What follows belongs to an exercise in optimizing a design on an open flow for small area, a short achievable clock period and few clock cycles per item; a production flow would make more cautious choices. At most, simulation tests tie the RTL to the original design; equivalence was not proved.

Setup of job 7444:
==> flow/design.v (excerpt) <==
module outlier_rejecting_moving_average_core (
	input  logic        clk,
	input  logic        arst_n,
	input  logic        in_valid,
	output logic        in_ready,
	input  logic [11:0] in_sample,
	output logic        out_valid,
	input  logic        out_ready,
	output logic [11:0] out_filtered,
	output logic        out_held
);
Size: ~2500 cells after synthesis, about 490 flip-flops, ~31 I/O pins, roughly 29000 µm² of cells after synthesis.
clock: 8.0 ns
lec_check: 0
cap_margin: 20
core_margin: 2
core_utilization: 60
gpl_timing_driven: 1
setup_slack_margin: 4.4
slew_margin: 20
run.sh (not shown) runs the stock make flow with config.mk's settings and CLKGATE_MAP_FILE= SYNTH_SCRIPT=/design/flow/synth_recipe.tcl, a recipe that flattens the netlist after the stock synthesis.
Testbench counts of job 7444, summed over its fixed seeds: cycles 8,112, items 8,000.
Edits applied to the flow inputs when going from job 7444 to job 9040:
Settings: setting CTS_CLUSTER_DIAMETER to 60 for the first time; setting CTS_CLUSTER_SIZE to 30 for the first time.
Notes after the runs:
Job 7444 → job 9040: synthesis-to-finish area growth lost 1.9 points; reg2reg setup slack lost 0.03 ns; core utilization lost 1.1 points; headroom to the max-slew limit picked up an extra 1.1 points; total stage count of the critical path picked up an extra 1. Via count of the first global-routing pass ended up 1.4% lower on job 9040 than on job 7444.
What job 2682 does differently from job 9040 at the input level:
Settings: removing CTS_CLUSTER_DIAMETER (formerly 60); removing CTS_CLUSTER_SIZE (formerly 30); changing SETUP_SLACK_MARGIN from 4.4 to 4.8.
Notes after the runs:
Changes observed in job 2682 relative to job 9040: global-route usage now larger; critical path depth saw an increase.
[compare] base=job 9040 new=job 2682: final wirelength up about 6%; final critical delay including setup and external delays dropped 0.010 ns.
On clock insertion delay at the later pin of the skew report, job 9040 and job 2682 are neck and neck.
Input changes introduced in job 8610 (baseline for comparison: job 2682):
Settings: CTS_CLUSTER_DIAMETER newly set to 60; TNS_END_PERCENT newly set to 10; SETUP_SLACK_MARGIN changed from 4.8 to 4.4; CTS_CLUSTER_SIZE newly set to 30.
Notes after the runs:
- Comparing job 2682 and job 8610, the higher final critical-path share of the clock period is on job 8610.
- In the reports for job 2682 and job 8610, the larger met2 routed wirelength belongs to job 2682.
The inputs of job 7165 differ from those of job 8610 as listed below.
Settings: TNS_END_PERCENT removed (was 10); CTS_CLUSTER_DIAMETER removed (was 60); CTS_CLUSTER_SIZE removed (was 30); CTS_BUF_LIST newly set to sky130_fd_sc_hd__clkbuf_4 sky130_fd_sc_hd__clkbuf_8.
Results
Between job 7165 and job 8610, the difference in worst hold slack is negligible.
Summary of job 7165 over job 8610: summed area of non-filler cells in the final layout rose by 2.3%; stage delay of the slowest cell on the critical path rose by 0.03 ns; clock buffer count from CTS rose by about 120%.


outlier_rejecting_moving_average_core, a different RTL version from the one above (not shown whole).
For scale: roughly 450 flip-flops, about 31 I/O pins, roughly 0.028 mm² of cells after synthesis.
==> flow/config.mk <==
export PLATFORM = sky130hd
export DESIGN_NAME = outlier_rejecting_moving_average_core
export DESIGN_NICKNAME = outlier_rejecting_moving_average_core
export VERILOG_FILES = /design/flow/design.v
export SDC_FILE = /design/flow/constraint.sdc
export NUM_CORES = 4
export LEC_CHECK = 0
export CAP_MARGIN = 20
export CORE_MARGIN = 2
export CORE_UTILIZATION = 70
export GPL_TIMING_DRIVEN = 1
export SETUP_SLACK_MARGIN = 4.6
export SLEW_MARGIN = 20
==> flow/constraint.sdc <==
create_clock -name core_clock -period 8.0 [get_ports {clk}]
set_input_delay 1.6000 -clock core_clock [delete_from_list [all_inputs] [get_ports {clk}]]
set_output_delay 1.6000 -clock core_clock [all_outputs]
set_load 0.01 [all_outputs]
The starting point finished with timing, DRC and antenna clean.
Testbench counts at the start, summed over its fixed seeds: cycles 8,104, items 8,000.
Change:
- CORE_UTILIZATION: 70 -> 60
- SETUP_SLACK_MARGIN: 4.6 -> 4.0
What happened: Synthesized cell count stays the same. Register-to-register slack is about the same. Final area goes down by 5.4%. Core utilization falls by 16 points. Wire length goes down by 5.5%. Global-route usage goes down by 5.7 points. Setup slack loses 11 ps. Maximum frequency stays flat. Sequential cell count does not change.


outlier_rejecting_moving_average_core, a different RTL version from the one above (not shown whole).
Size: ~31 I/O pins, roughly 0.025 mm² of cells after synthesis.
make LEC_CHECK=0 CAP_MARGIN=20 CORE_MARGIN=2 CORE_UTILIZATION=60 GPL_TIMING_DRIVEN=1 SETUP_SLACK_MARGIN=3.0 SLEW_MARGIN=20 finish   # period 8.0 ns
Testbench counts at the start, summed over its fixed seeds: cycles 8,080, items 8,000.
Edit:
Settings changed: GPL_TIMING_DRIVEN 1 to not set, SETUP_SLACK_MARGIN 3.0 to not set.
Result:
- worst hold slack gets better by 0.020 ns
- first-iteration DRC count falls by 11%
- register-to-register slack gets worse by 0.65 ns
- setup slack gets worse by 0.65 ns
- die area does not change
- clock skew stays flat


== yarrow ==
Another version of the RTL of outlier_rejecting_moving_average_core (not shown whole).
Size in the first run: ~2600 cells after synthesis, ~490 flip-flops, roughly 31 I/O pins, ~0.029 sq mm of cells after synthesis.
Settings: LEC_CHECK=0, CAP_MARGIN=20, CORE_MARGIN=2, CORE_UTILIZATION=60, CTS_CLUSTER_DIAMETER=60, CTS_CLUSTER_SIZE=30, GPL_TIMING_DRIVEN=1, PLACE_DENSITY=0.7, SETUP_SLACK_MARGIN=4.4, SLEW_MARGIN=20; clock period 8.0 ns.
yarrow: done, clean on timing, DRC and antenna
Relative to yarrow, the following input files were edited for harbor:
- a deleted PLACE_DENSITY that had been 0.7
Notes after the runs:
Looking at the reports, harbor completed the entire flow and the layout it produced met the timing, DRC and antenna checks. The run showing the smaller time the final worst path needs with I/O delays and setup is harbor. Compared with yarrow, in harbor number of non-clock buffers now sits lower, tightest slew margin relative to the limit now sits higher. Relative to yarrow, post-cts sizing count decreased by 7 in harbor. Any difference in total placed instance area between harbor and yarrow is small enough to ignore. Comparing yarrow against harbor, there is no change at all in number of cells produced by synthesis. yarrow has lower worst setup slack than harbor.
Function was not checked in any run of this note: the RTL went through the layout flow alone.

## re-timing with driven ports
No port has a modelled driver above. Below, the same layouts with a new extraction and two added sets of constraints. Step 1: set_driving_cell puts a clkbuf_16 on clk and a buf_2 on each other input, an assumption about the parent block. Step 2 times the ports against the registers' clock, not the clock port: input delays grow and output delays shrink by t, the midpoint of the rising clock arrivals with the driver on. Slacks: ideal / step 1 / step 2; pairs: ideal / step 1.
run | t, ns | setup slack, ns | worst setup path at the end | slew at the worst register clock pin (ns)
job 7444 | 0.662 | 4.362 / 4.362 / 4.362 | register to register | 0.07 / 0.07
job 9040 | 0.640 | 4.336 / 4.336 / 4.336 | register to register | 0.10 / 0.10
job 2682 | 0.655 | 4.346 / 4.346 / 4.346 | register to register | 0.06 / 0.06
job 8610 | 0.642 | 4.302 / 4.282 / 4.302 | register to register | 0.09 / 0.09
job 7165 | 0.727 | 4.333 / 4.333 / 4.333 | register to register | 0.07 / 0.07
the first run of note 2 | 0.647 | 3.941 / 3.941 / 3.941 | register to register | 0.07 / 0.07
the second run of note 2 | 0.652 | 3.930 / 3.930 / 3.930 | register to register | 0.07 / 0.07
the first run of note 3 | 0.611 | 2.751 / 2.751 / 2.751 | register to register | 0.06 / 0.06
the second run of note 3 | 0.610 | 2.106 / 2.106 / 2.106 | register to register | 0.06 / 0.06
yarrow | 0.629 | 4.325 / 4.325 / 4.325 | register to register | 0.10 / 0.10
harbor | 0.638 | 4.362 / 4.362 / 4.362 | register to register | 0.10 / 0.10
After both steps every run listed still meets setup and hold.
